What follows belongs to an exercise in optimizing a design on an open flow for small area; a production flow would make more cautious choices. Function was checked by simulation only, so behaviour that the tests miss may differ from the original. No driver is modelled on the clock port, so clocking that relies on it looks cheaper here than on a real chip. Power figures rest on the tool's default switching activity, not on a simulated workload.

==> inputs of 02-16 <==
==> flow/design.v (excerpt) <==
module avc_sps_header_parser
(
    input  logic          clk,
    input  logic          rst_n,
    input  logic          in_valid,
    output logic          in_ready,
    input  logic [7:0]    in_data_byte,
    input  logic          in_last_byte,
    output logic          out_valid,
    input  logic          out_ready,
    output logic [2:0]    out_status,
    output logic [7:0]    out_profile,
    output logic [7:0]    out_compat,
    output logic [7:0]    out_level,
    output logic [2:0]    out_nal_length_size,
    output logic [7:0]    out_ref_frames,
    output logic [15:0]   out_pixel_width,
    output logic [15:0]   out_pixel_height
);
    localparam logic [2:0] STS_OK          = 3'd0;
    localparam logic [2:0] STS_NO_SPS      = 3'd1;
    localparam logic [2:0] STS_NOT_SPS_NAL = 3'd2;
    localparam logic [2:0] STS_TRUNC       = 3'd3;
    localparam logic [2:0] STS_SCALING     = 3'd4;
    localparam logic [2:0] STS_GOLOMB      = 3'd5;
    localparam logic [2:0] STS_BAD_SIZE    = 3'd6;
    localparam logic [4:0] S_HDR    = 5'd0;
    localparam logic [4:0] S_ID     = 5'd1;
    localparam logic [4:0] S_CHROMA = 5'd2;
    localparam logic [4:0] S_SEP    = 5'd3;
    localparam logic [4:0] S_DEPL   = 5'd4;
    localparam logic [4:0] S_DEPC   = 5'd5;
    localparam logic [4:0] S_BYP    = 5'd6;
    localparam logic [4:0] S_MATRIX = 5'd7;
    localparam logic [4:0] S_LISTS  = 5'd8;
    localparam logic [4:0] S_LOG2   = 5'd9;
    localparam logic [4:0] S_POC    = 5'd10;
    localparam logic [4:0] S_POC1   = 5'd11;
    localparam logic [4:0] S_DELTA0 = 5'd12;
    localparam logic [4:0] S_OFFNR  = 5'd13;
    localparam logic [4:0] S_OFFTB  = 5'd14;
    localparam logic [4:0] S_CYCLE  = 5'd15;
  ...
Settings: LEC_CHECK=0, CAP_MARGIN=20, CORE_MARGIN=2, CORE_UTILIZATION=40, SLEW_MARGIN=20; clock period 20.0 ns.
standard.sh (not shown) runs the stock make flow with config.mk's settings and CLKGATE_MAP_FILE= SYNTH_SCRIPT=/design/flow/synth_recipe.tcl, a recipe that flattens the netlist after the stock synthesis.
==> flow/flow/run.sh <==
#!/bin/bash
# Own layout flow: the standard flow (standard.sh) with three changes.
# 1. Synthesis is the standard flow's own synthesis script, except that ABC optimises
#    and maps the logic for area (flow/area.abc: deepsyn, then amap area mapping;
#    no delay target, no buffering or gate upsizing); registers and their
#    names are untouched, since ABC runs after the flip-flops are mapped.
#    Adders are not mapped to half / full adder cells first, so ABC optimises
#    them with the rest of the logic.
# 2. The port buffers that global placement adds use the smallest buffer,
#    sky130_fd_sc_hd__buf_1, instead of the cell buffer_ports picks itself.
# 3. Clock tree synthesis uses clkbuf_4 and inserts no dummy loads; clock
#    buffers that drive 11 or more clock pins then become clkbuf_8.
# Every tool's output goes to logs in this folder (run_*.log) and to ORFS's
# own logs under orfs/logs.
set -euo pipefail
W=$(pwd)

SYN=$(grep -o 'SYNTH_SCRIPT=[^ ]*' standard.sh | head -1 | cut -d= -f2-)
SYN=${SYN//\'/}
cat > "$W/area_synth.tcl" <<EOT
# ABC with flow/area.abc and without -constr / -D: area-oriented mapping
proc abc {args} {
  set keep {}
  set skip 0
  foreach a \$args {
    if {\$skip} { set skip 0; continue }
    if {\$a in {-script -constr -D}} { set skip 1; continue }
    lappend keep \$a
  }
  set keep [concat [list -script $W/flow/area.abc] \$keep]
  puts "area_synth abc: \$keep"
  yosys abc {*}\$keep
}
# adders go to ABC as plain logic instead of fixed half / full adder cells
set ::env(ADDER_MAP_FILE) ""
source $SYN
EOT

sed "s#SYNTH_SCRIPT=[^ ]*#SYNTH_SCRIPT=$W/area_synth.tcl#" standard.sh > "$W/area_standard.sh"
cp standard.sh run_standard_orig.sh.txt

export BUFFER_PORTS_ARGS="-buffer_cell sky130_fd_sc_hd__buf_1"
# clock tree: small clock buffers and no dummy loads
export CTS_ARGS="-sink_clustering_enable -repair_clock_nets -dont_use_dummy_load -buf_list sky130_fd_sc_hd__clkbuf_4"
# a clock buffer with a large fanout is upsized after CTS (flow/post_cts.tcl)
export POST_CTS_TCL="$W/flow/post_cts.tcl"
bash "$W/area_standard.sh" > "$W/run_make.log" 2>&1 || { tail -50 "$W/run_make.log"; exit 1; }
tail -5 "$W/run_make.log"
test -f "$W/out/final.def"
==> flow/flow/post_cts.tcl <==
set n_up 0
foreach inst [[ord::get_db_block] getInsts] {
  if {[[$inst getMaster] getName] ne "sky130_fd_sc_hd__clkbuf_4"} { continue }
  foreach it [$inst getITerms] {
    if {![$it isOutputSignal]} { continue }
    set net [$it getNet]
    if {$net eq "NULL"} { continue }
    set fanout [expr {[llength [$net getITerms]] - 1}]
    if {$fanout >= 11} {
      replace_cell [get_cells [$inst getName]] sky130_fd_sc_hd__clkbuf_8
      incr n_up
    }
  }
}
puts "post_cts: $n_up clock buffers upsized to clkbuf_8"
if {$n_up > 0} {
  detailed_placement
  check_placement -verbose
}
Other scripts of this flow, unchanged in this note and not shown: flow/flow/area.abc
==> inputs of 06-18, as changes to 02-16 <==
--- a/flow/flow/run.sh
+++ b/flow/flow/run.sh
@@ -10,4 +10,3 @@
 #    sky130_fd_sc_hd__buf_1, instead of the cell buffer_ports picks itself.
-# 3. Clock tree synthesis uses clkbuf_4 and inserts no dummy loads; clock
-#    buffers that drive 11 or more clock pins then become clkbuf_8.
+# 3. Clock tree synthesis uses clkbuf_8 and inserts no dummy loads.
 # Every tool's output goes to logs in this folder (run_*.log) and to ORFS's
@@ -43,5 +42,3 @@
 # clock tree: small clock buffers and no dummy loads
-export CTS_ARGS="-sink_clustering_enable -repair_clock_nets -dont_use_dummy_load -buf_list sky130_fd_sc_hd__clkbuf_4"
-# a clock buffer with a large fanout is upsized after CTS (flow/post_cts.tcl)
-export POST_CTS_TCL="$W/flow/post_cts.tcl"
+export CTS_ARGS="-sink_clustering_enable -repair_clock_nets -dont_use_dummy_load -buf_list sky130_fd_sc_hd__clkbuf_8"
 bash "$W/area_standard.sh" > "$W/run_make.log" 2>&1 || { tail -50 "$W/run_make.log"; exit 1; }
removed: flow/flow/post_cts.tcl
==> run summary <==
06-18 passed the timing, design-rule and antenna checks. 02-16 passed the timing, design-rule and antenna checks.
Global-route usage: 06-18 is higher than 02-16 (0.46 points).
Non-clock buffer count is the same in 02-16 and 06-18.
Of 06-18 and 02-16, 06-18 has the higher first-iteration DRC count (gap 55%, measured against 02-16).
Hold slack: 06-18 is worse than 02-16 (0.0016 ns).
Against 06-18, the power of 02-16 is smaller by about 40%.
Core utilization: 06-18 is higher than 02-16 (0.63 points).
Against 02-16, the clock skew of 06-18 is lower by 0.020 ns.

==> separate check: timing with driven ports <==
The results above use ideal ports. As a check the final layouts listed here were re-extracted and re-timed, cells and wires unchanged.
Step 1 (the two cells are an assumption about what drives the block):
set clk [get_ports {clk}]
set_driving_cell -lib_cell sky130_fd_sc_hd__clkbuf_16 $clk
set_driving_cell -lib_cell sky130_fd_sc_hd__buf_2 [delete_from_list [all_inputs] $clk]
Step 2 adds t to the input delays and takes it off the output delays; t is the mean of the earliest and latest rising clock arrival at the registers after step 1. Input paths then give back, and output paths get back, about the clock's delay inside the block.
Slacks: ideal ports / drivers / drivers and shift; pairs: ideal ports / drivers.
run | shift t [ns] | setup WS [ns] | cell pins on the clock port's net
02-16 | 0.445 | 9.216 / 9.196 / 9.196 | 1
06-18 | 0.467 | 9.629 / 9.608 / 9.608 | 1
After both steps every run listed still meets setup and hold. For 06-18, which loses most, drivers alone change the setup slack by -0.021 ns; drivers and shift together by -0.021 ns.
